What follows belongs to an exercise in optimizing a design on an open flow for a short achievable clock period and few clock cycles per item; a production flow would make more cautious choices.
The clock port is modelled as an ideal driver, which makes a skipped or thinned clock tree look cheaper than it is; a real chip needs a root buffer or a tree.
No activity file was given, so power comes from the tool's default toggle rates.

red:
Design pcie_ingress_top, start of the top module:
module pcie_ingress_top (
  input  wire                                    clk,
  input  wire                                    rst,
  input  wire                                    i_beat_valid,
  input  wire [32:0]                             i_beat,
  input  wire [31:0]                             i_control_addr_base,
  input  wire [pcie_ingress_pkg::BUF_ADDR_W-1:0] i_buf_offset,
  output logic                                   o_credit_return,
  output logic [225:0]                           o_regs,
  output logic                                   o_reg_write_stb,
  output logic                                   o_update_buf_stb,
  output logic [38:0]                            o_cmd,
  output logic [43:0]                            o_buf,
  output logic [30:0]                            o_cplt
);
Size in the first run: about 1600 cells after synthesis.
clock: 5.0 ns
lec_check: 0
cap_margin: 20
core_area: 5 5 225 225
cts_cluster_diameter: 60
cts_cluster_size: 30
die_area: 0 0 230 230
setup_slack_margin: 3.3
slew_margin: 20
standard.sh (not shown) runs the stock make flow with config.mk's settings and CLKGATE_MAP_FILE= SYNTH_SCRIPT=/design/flow/synth_recipe.tcl, a recipe that flattens the netlist after the stock synthesis.
==> flow/flow/run.sh <==
#!/bin/bash
# Standard layout, except that the clock tree built by the CTS step is replaced
# by a two-level balanced tree of clock inverters (flow/myct.tcl, run as the
# CTS step's post hook). Two inverter levels keep the clock's polarity.
set -euo pipefail
export MYCT_NL1=4
export MYCT_NLEAF=24
export MYCT_L1CELL=sky130_fd_sc_hd__clkinv_16
export MYCT_LEAFCELL=sky130_fd_sc_hd__clkinv_8
export POST_CTS_TCL="$PWD/flow/myct.tcl"
bash standard.sh finish > standard.log 2>&1
Other scripts of this flow, unchanged in this note and not shown: flow/flow/myct.tcl
red completed; timing, DRC and antenna clean
Relative to red, the following input files were edited for blue:
--- a/flow/design.v
+++ b/flow/design.v
@@ -151,15 +151,26 @@
   end
   logic [8:0] cy;
   logic [7:0] s2;
   logic       c2;
   logic [2:0] t2;
   logic       x2;
+  logic [7:0] gk1, pk1, gk2, pk2, gk3;
   always_comb begin
-    cy[0] = 1'b0;
-    for (int i = 0; i < 8; i++) cy[i + 1] = g1[i] | (p1[i] & cy[i]);
+    for (int i = 0; i < 8; i++) begin
+      gk1[i] = (i >= 1) ? g1[i]  | (p1[i]  & g1[i - 1])  : g1[i];
+      pk1[i] = (i >= 1) ? p1[i]  & p1[i - 1]             : p1[i];
+    end
+    for (int i = 0; i < 8; i++) begin
+      gk2[i] = (i >= 2) ? gk1[i] | (pk1[i] & gk1[i - 2]) : gk1[i];
+      pk2[i] = (i >= 2) ? pk1[i] & pk1[i - 2]            : pk1[i];
+    end
+    for (int i = 0; i < 8; i++) begin
+      gk3[i] = (i >= 4) ? gk2[i] | (pk2[i] & gk2[i - 4]) : gk2[i];
+    end
+    cy = {gk3, 1'b0};
   end
   always_ff @(posedge clk) begin
     s2 <= p1 ^ cy[7:0];
     c2 <= cy[8] | k1;
     t2 <= t1;
     x2 <= x1;
@@ -298,12 +309,14 @@
   logic [5:0]  lo1;
   logic [10:0] start;
   logic [10:0] start1;
   logic        we;
   logic [10:0] addr;
   logic [10:0] nxt;
+  logic [10:0] nxt_inc;
+  logic [10:0] nxt_ones;     
   logic [31:0] data;
   logic        cplt_stb;
   logic [7:0]  tag;
   logic [11:0] byte_cnt;
   logic [9:0]  dw_cnt;
   assign lo  = {1'b0, off_q[4:0]} + {1'b0, i_lower_dw};
@@ -320,19 +333,23 @@
       cplt_stb <= 1'b0;
     end else begin
       we       <= i_we;
       cplt_stb <= i_we && i_last;
     end
   end
+  always_comb begin
+    for (int i = 0; i < 11; i++) nxt_ones[i] = &(nxt | ~11'((1 << i) - 1));
+    nxt_inc = nxt ^ nxt_ones;
+  end
   always_ff @(posedge clk) begin
     data     <= i_data;
     tag      <= i_tag;
     byte_cnt <= i_byte_cnt;
     dw_cnt   <= i_dw_cnt;
     addr <= i_first ? start : nxt;
-    if (i_we) nxt <= i_first ? start1 : nxt + 11'd1;
+    if (i_we) nxt <= i_first ? start1 : nxt_inc;
   end
   assign o_buf  = {we, addr, data};
   assign o_cplt = {cplt_stb, tag, byte_cnt, dw_cnt};
 endmodule
 `default_nettype wire
 `default_nettype none
### Flow results
- blue: summed area of non-filler cells in the final layout about 2% below red
- Compared with red, in blue mean post-synth cell area saw an increase, count of final hold-check violations saw little to no change.
- Diff blue..red | maximum cell stage delay along the critical path | negligible
- Between red and blue, setup slack is lower for red, blue comes in above that.
- Where net load switching power is concerned, red is outperformed by blue.
Function was not checked in any run of this note: the RTL went through the layout flow alone. In every run of this note, the design's own scripts or RTL, not TritonCTS, make the clock network.

[re-timing with driven ports]
Ports are ideal in the flow. The routed layouts listed here were re-timed in OpenROAD.
Step 1 assumes that a clkbuf_16 drives the clock port and a buf_2 every other input.
Step 2 adds t to the input delays and takes it off the output delays; t is the mean of the earliest and latest rising clock arrival at the registers after step 1. Input paths then give back, and output paths get back, about the clock's delay inside the block.
a / b / c = ideal ports / drivers / drivers and shift; a / b = the first two.
run | t (ns) | setup slack, ns | hold slack, ns | cell pins on the clock port's net
red | 0.473 | 1.811 / 1.810 / 1.810 | 0.334 / 0.334 / 0.334 | 4
blue | 0.470 | 2.684 / 2.681 / 2.681 | 0.328 / 0.329 / 0.329 | 4
After both steps setup and hold are still met in every run listed. The setup slack of blue, which loses most, moves by -0.003 ns with the drivers and by -0.003 ns with both steps.
